Source: an optimization exercise on an open RTL-to-GDS flow (aim: small area, a short achievable clock period and few clock cycles). Production flows keep margins and buffers that such runs may drop.
The RTL was checked by simulation tests, not by an equivalence proof against the original design.
Power is estimated from default activity; no workload was simulated.

## tsp_top
module tsp_top #(
	parameter int coord_bits = tsp_pkg::coord_bits_default,
	parameter int node_addr_bits = tsp_pkg::node_addr_bits_default
) (
	input  wire                                clk,
	input  wire                                rst,
	input  wire  [7:0]                         specdata,
	input  wire                                has_specdata,
	output logic                               ready_to_read,
	output logic [coord_bits+node_addr_bits:0] tour_length,
	output logic                               tour_valid
);
	localparam int len_bits = coord_bits + node_addr_bits + 1;
	localparam int half_bits = len_bits - 1;
	localparam int lo_bits = 11;
	localparam int hi_bits = half_bits - lo_bits;
	localparam logic [2:0] st_hdr_start = 3'd0;  
	localparam logic [2:0] st_hdr_n     = 3'd1;  
	localparam logic [2:0] st_hdr_skip  = 3'd2;  
	localparam logic [2:0] st_hdr_no    = 3'd3;  
	localparam logic [2:0] st_coord     = 3'd4;  
	localparam logic [2:0] st_eof       = 3'd5;  
	logic take;
	logic b_v;          
	logic b_digit;
	logic b_cr;
	logic b_n;
	logic b_o;
	logic b_e;
	logic [3:0] b_d;
	assign take = has_specdata & ready_to_read;
	always_ff @(posedge clk) begin
		if (rst) begin
			ready_to_read <= 1'b0;
			b_v <= 1'b0;
		end else begin
			ready_to_read <= 1'b1;
			b_v <= take && specdata != tsp_pkg::char_lf;
		end
	end
	always_ff @(posedge clk) begin
		b_digit <= (specdata >= tsp_pkg::char_zero) && (specdata <= tsp_pkg::char_nine);
		b_cr <= specdata == tsp_pkg::char_cr;
		b_n <= specdata == tsp_pkg::char_n;
		b_o <= specdata == tsp_pkg::char_o;
		b_e <= specdata == tsp_pkg::char_e;
		b_d <= specdata[3:0];
	end
	logic [2:0] state;
	logic in_num;
	logic [1:0] field_cnt;
	logic first;
	logic [2:0] seq;
	logic close_x;
	logic close_y;
  ...
Size in the first run: ~930 cells after synthesis, ~160 flip-flops, ~34 I/O pins, roughly 0.0076 sq mm of cells after synthesis.
Settings: LEC_CHECK=0, ABC_AREA=1, CAP_MARGIN=20, CORE_MARGIN=2, CORE_UTILIZATION=45, GPL_TIMING_DRIVEN=0, SETUP_SLACK_MARGIN=3.0, SLEW_MARGIN=20; clock period 5.0 ns.
standard.sh (not shown) runs the stock make flow with config.mk's settings and CLKGATE_MAP_FILE= SYNTH_SCRIPT=/design/flow/synth_recipe.tcl, a recipe that flattens the netlist after the stock synthesis.
==> flow/flow/run.sh <==
#!/bin/bash
# Layout flow: the standard ORFS flow (standard.sh) with these changes:
#  - synthesis maps adders with ABC like the rest of the logic instead of
#    extracting them into the library's full/half-adder cells, which are slow
#    (ADDER_MAP_FILE empty; registers and their names are unchanged);
#  - the port buffers inserted during global placement are
#    sky130_fd_sc_hd__buf_2 instead of the delay-cell buffers buffer_ports
#    picks by default;
#  - clock tree synthesis uses a clkbuf_16 root buffer and clkbuf_8 for the
#    rest of the tree (the same arguments as the standard flow otherwise).
set -euo pipefail
export ADDER_MAP_FILE=
export BUFFER_PORTS_ARGS="-buffer_cell sky130_fd_sc_hd__buf_2"
export CTS_ARGS="-sink_clustering_enable -repair_clock_nets -root_buf sky130_fd_sc_hd__clkbuf_16 -buf_list {sky130_fd_sc_hd__clkbuf_8}"
bash standard.sh > standard_flow.log 2>&1
Testbench counts at the start, summed over its fixed seeds: cycles 19,615.
Rerun with:
--- a/flow/flow/run.sh
+++ b/flow/flow/run.sh
@@ -4,3 +4,6 @@
 #    extracting them into the library's full/half-adder cells, which are slow
-#    (ADDER_MAP_FILE empty; registers and their names are unchanged);
+#    (ADDER_MAP_FILE empty);
+#  - the final ABC mapping of synthesis runs flow/abc.script instead of ORFS's
+#    abc_area.script (synth_abc.tcl swaps the script, then runs the standard flow's own
+#    synth_recipe.tcl unchanged, so registers and their names are unchanged);
 #  - the port buffers inserted during global placement are
@@ -11,2 +14,3 @@
 set -euo pipefail
+here=$(pwd)
 export ADDER_MAP_FILE=
@@ -14,2 +18,6 @@
 export CTS_ARGS="-sink_clustering_enable -repair_clock_nets -root_buf sky130_fd_sc_hd__clkbuf_16 -buf_list {sky130_fd_sc_hd__clkbuf_8}"
-bash standard.sh > standard_flow.log 2>&1
+export MY_ABC_SCRIPT="$here/flow/abc.script"
+export FLOW_SYNTH_TCL="$here/synth_recipe.tcl"
+sed "s|SYNTH_SCRIPT=[^ ]*|SYNTH_SCRIPT=$here/flow/synth_abc.tcl|" standard.sh > standard_abc.sh
+grep -q "SYNTH_SCRIPT=$here/flow/synth_abc.tcl" standard_abc.sh
+bash standard_abc.sh > standard_flow.log 2>&1
==> flow/flow/abc.script (new file) <==
strash
dch
map -a
topo
stime -c
buffer -c
upsize -c
dnsize -c
==> flow/flow/synth_abc.tcl (new file) <==
# Runs the standard flow's synthesis script (synth_recipe.tcl) with one change: the abc
# call that maps the logic to cells uses the script in MY_ABC_SCRIPT.
proc abc {args} {
  set out {}
  set skip 0
  foreach a $args {
    if {$skip} { set skip 0; continue }
    if {$a eq "-script"} { lappend out -script $::env(MY_ABC_SCRIPT); set skip 1; continue }
    lappend out $a
  }
  puts "abc with $::env(MY_ABC_SCRIPT)"
  yosys abc {*}$out
}
source $::env(FLOW_SYNTH_TCL)
CORE_UTILIZATION = 50   (was 45)
After rerunning: Clock skew is about the same; worst hold slack hardly moves; sequential share of layout area went down by 2.8 points; flip-flop and latch count is unchanged; register-to-register slack degrades by 0.57 ns; final area went up by 6.4%; wire length went down by about 1.5%; maximum frequency went down by about 23%; synthesized cell count went down by about 15%; worst setup slack degrades by 0.57 ns; first-iteration DRC count went up by 53%.
Rerun with:
==> flow/flow/run.sh (replaced) <==
#!/bin/bash
# Layout flow: the standard ORFS flow (standard.sh) with these changes:
#  - synthesis maps adders with ABC like the rest of the logic instead of
#    extracting them into the library's full/half-adder cells, which are slow
#    (ADDER_MAP_FILE empty; registers and their names are unchanged);
#  - the port buffers inserted during global placement are
#    sky130_fd_sc_hd__buf_2 instead of the delay-cell buffers buffer_ports
#    picks by default;
#  - clock tree synthesis uses a clkbuf_16 root buffer and clkbuf_8 for the
#    rest of the tree (the same arguments as the standard flow otherwise).
set -euo pipefail
export ADDER_MAP_FILE=
export BUFFER_PORTS_ARGS="-buffer_cell sky130_fd_sc_hd__buf_2"
export CTS_ARGS="-sink_clustering_enable -repair_clock_nets -root_buf sky130_fd_sc_hd__clkbuf_16 -buf_list {sky130_fd_sc_hd__clkbuf_8}"
bash standard.sh > standard_flow.log 2>&1
SETUP_SLACK_MARGIN = 2.95   (was 3.0)
removed: flow/flow/abc.script
removed: flow/flow/synth_abc.tcl
Effect: The changed run ran to the end with no violations; power fell by 6.2%; hold slack is worse by 0.0086 ns; routed wire length falls by 0.65%; non-clock buffer count fell by 92; critical path depth drops by 5; cell area shrinks by 8.7%; count of clock-buffer cells in the layout went down by 1; die area went up by about 6%; synthesized area went up by about 6.5%; global-route usage shrinks by 0.26 points.
Rerun with:
--- a/flow/flow/run.sh
+++ b/flow/flow/run.sh
@@ -4,3 +4,6 @@
 #    extracting them into the library's full/half-adder cells, which are slow
-#    (ADDER_MAP_FILE empty; registers and their names are unchanged);
+#    (ADDER_MAP_FILE empty);
+#  - the final ABC mapping of synthesis runs flow/abc.script instead of ORFS's
+#    abc_area.script (synth_abc.tcl swaps the script, then runs the standard flow's own
+#    synth_recipe.tcl unchanged, so registers and their names are unchanged);
 #  - the port buffers inserted during global placement are
@@ -11,2 +14,3 @@
 set -euo pipefail
+here=$(pwd)
 export ADDER_MAP_FILE=
@@ -14,2 +18,6 @@
 export CTS_ARGS="-sink_clustering_enable -repair_clock_nets -root_buf sky130_fd_sc_hd__clkbuf_16 -buf_list {sky130_fd_sc_hd__clkbuf_8}"
-bash standard.sh > standard_flow.log 2>&1
+export MY_ABC_SCRIPT="$here/flow/abc.script"
+export FLOW_SYNTH_TCL="$here/synth_recipe.tcl"
+sed "s|SYNTH_SCRIPT=[^ ]*|SYNTH_SCRIPT=$here/flow/synth_abc.tcl|" standard.sh > standard_abc.sh
+grep -q "SYNTH_SCRIPT=$here/flow/synth_abc.tcl" standard_abc.sh
+bash standard_abc.sh > standard_flow.log 2>&1
==> flow/flow/abc.script (new file) <==
strash
dch -f
map -B 0.9
strash
dch -f
map -B 0.9
topo
stime -c
buffer -c
upsize -c
dnsize -c
==> flow/flow/synth_abc.tcl (new file) <==
# Runs the standard flow's synthesis script (synth_recipe.tcl) with one change: the abc
# call that maps the logic to cells uses the script in MY_ABC_SCRIPT.
proc abc {args} {
  set out {}
  set skip 0
  foreach a $args {
    if {$skip} { set skip 0; continue }
    if {$a eq "-script"} { lappend out -script $::env(MY_ABC_SCRIPT); set skip 1; continue }
    lappend out $a
  }
  puts "abc with $::env(MY_ABC_SCRIPT)"
  yosys abc {*}$out
}
source $::env(FLOW_SYNTH_TCL)
SETUP_SLACK_MARGIN = 3.0   (was 2.95)
The new run finished clean. Design area hardly moves. First-iteration DRC count went up by 15%. Total power went down by 1.9%. Utilization went up by 1.5 points. Cell count went down by 1.9%. Worst hold slack gains 0.0070 ns. Fmax went up by 2.0%. Synthesized area barely changes. Global-route usage went up by 0.40 points.
Rerun with:
==> flow/flow/abc.script (replaced) <==
strash
dch
map -B 0.9
strash
dch
map -B 0.9
strash
dch
map -B 0.9
topo
stime -c
buffer -c
upsize -c
dnsize -c
The changed run finished clean.
Synthesized area is about the same.
Sequential share of layout area increases by 0.11 points.
Clock skew is about the same.

========
== run A ==
Another version of the RTL of tsp_top (not shown whole).
Size in the first run: ~1100 cells after synthesis, about 8900 um^2 of cells after synthesis.
==> flow/config.mk <==
export PLATFORM = sky130hd
export DESIGN_NAME = tsp_top
export DESIGN_NICKNAME = tsp_top
export VERILOG_FILES = /design/flow/design.v
export SDC_FILE = /design/flow/constraint.sdc
export NUM_CORES = 4
export LEC_CHECK = 0
export ABC_AREA = 1
export CAP_MARGIN = 20
export CORE_MARGIN = 2
export CORE_UTILIZATION = 50
export SETUP_SLACK_MARGIN = 3.0
export SLEW_MARGIN = 20
==> flow/constraint.sdc <==
create_clock -name core_clock -period 5.0 [get_ports {clk}]
set_input_delay 1.0000 -clock core_clock [delete_from_list [all_inputs] [get_ports {clk}]]
set_output_delay 1.0000 -clock core_clock [all_outputs]
set_load 0.01 [all_outputs]
==> flow/flow/run.sh <==
#!/bin/bash
# Layout flow: the standard ORFS flow (standard.sh) with two changes:
#  - synthesis maps adders with ABC like the rest of the logic instead of
#    extracting them into the library's full/half-adder cells, which are slow
#    (ADDER_MAP_FILE empty; registers and their names are unchanged);
#  - the port buffers inserted during global placement are
#    sky130_fd_sc_hd__buf_2 instead of the delay-cell buffers buffer_ports
#    picks by default.
set -euo pipefail
export ADDER_MAP_FILE=
export BUFFER_PORTS_ARGS="-buffer_cell sky130_fd_sc_hd__buf_2"
export CTS_ARGS="-sink_clustering_enable -repair_clock_nets -root_buf sky130_fd_sc_hd__clkbuf_16 -buf_list {sky130_fd_sc_hd__clkbuf_8}"
bash standard.sh > standard_flow.log 2>&1
Testbench counts of run A, summed over its fixed seeds: cycles 19,607.
Input changes introduced in run B (baseline for comparison: run A):
- CORE_UTILIZATION: 50 -> 55
- ABC_AREA: 1 -> unset
- SETUP_SLACK_MARGIN: 3.0 -> 2.6
- CTS_BUF_LIST: unset -> sky130_fd_sc_hd__clkbuf_4 sky130_fd_sc_hd__clkbuf_8
- PLACE_DENSITY: unset -> 0.7
==> flow/flow/run.sh <==
#!/bin/bash
# Layout flow: the standard ORFS flow, with the port buffers inserted
# during global placement made from sky130_fd_sc_hd__buf_2 cells instead of
# the delay-cell buffers buffer_ports picks by default. Everything else is
# the standard flow (standard.sh), including its synthesis.
set -euo pipefail
export BUFFER_PORTS_ARGS="-buffer_cell sky130_fd_sc_hd__buf_2"
bash standard.sh > standard_flow.log 2>&1
Findings:
Going from run A to run B, cell area after synthesis decreased 6.3%, cell count decreased 34%, worst endpoint data arrival time increased 1.78 ns, final-layout clock buffer total increased 2, number of detailed-routing iterations run before antenna repair decreased 1.
Comparing run B and run A, the higher upper clock frequency limit was measured on run A.
Run B and run A ended up with nearly the same mux share of post-synthesis cell area.
Run B vs run A, area of all placed cells without fillers went down by about 5%.
--- input diff run B..run C ---
- PLACE_DENSITY removed (was 0.7)
- CORE_UTILIZATION changed from 55 to 40
==> flow/run.sh (new file) <==
#!/bin/bash
# synth_recipe.tcl (not shown) runs the flow's synth.tcl, then flattens the netlist and writes it again
# the make line also repeats each setting of config.mk as NAME=value (left out here)
make -C /OpenROAD-flow-scripts/flow DESIGN_CONFIG=/design/flow/config.mk WORK_HOME=/design/flow/orfs CLKGATE_MAP_FILE= SYNTH_SCRIPT=/design/flow/synth_recipe.tcl finish
removed: flow/flow/run.sh
removed: flow/standard.sh
### Flow results
Run C ends up with lower utilization than run B does. Against run B, setup slack in run C came out better. Changes observed in run C relative to run B: worst slack at placement increased by 0.017 ns relative to the old numbers; leakage power total increased by about 4% relative to the old numbers; final cycle utilization of the critical path decreased by 0.60 points relative to the old numbers. | shortest period the worst path allows | run C vs run B | better |. Going from run B to run C, relative contribution of the clock network to total power has decreased, core area has increased, design area has increased, global-route wire length before repair has increased.

==> what the ideal ports hide <==
In the flow no input, the clock included, has a driving cell. The finished layouts below were timed again as built, in two steps. Step 1 (the two cells are an assumption about what drives the block):
set clk [get_ports {clk}]
set_driving_cell -lib_cell sky130_fd_sc_hd__clkbuf_16 $clk
set_driving_cell -lib_cell sky130_fd_sc_hd__buf_2 [delete_from_list [all_inputs] $clk]
Step 2 times the ports against the registers' clock, not the clock port: input delays grow and output delays shrink by t, the midpoint of the rising clock arrivals with the driver on. Three values: ideal ports, drivers, drivers and shift; two values: the first two.
run	shift t [ns]	setup slack, ns	worst setup path after step 2	worst register clock-pin slew, ns
the first run of note 1	0.410	3.060 / 3.019 / 3.063	register to register	0.09 / 0.09
the second run of note 1	0.407	2.494 / 2.494 / 2.494	register to register	0.09 / 0.09
the third run of note 1	0.420	3.025 / 3.012 / 3.025	register to register	0.09 / 0.09
the fourth run of note 1	0.418	3.064 / 3.024 / 3.116	register to register	0.09 / 0.09
the fifth run of note 1	0.420	3.074 / 3.032 / 2.926	input to register	0.10 / 0.10
run A	0.419	3.062 / 3.021 / 3.180	register to register	0.10 / 0.10
run B	0.493	2.626 / 2.626 / 2.626	register to register	0.09 / 0.09
run C	0.480	2.657 / 2.641 / 2.657	register to register	0.10 / 0.10
After both steps every run listed still meets setup and hold. The setup slack of the fifth run of note 1, which loses most, moves by -0.042 ns with the drivers and by -0.148 ns with both steps.
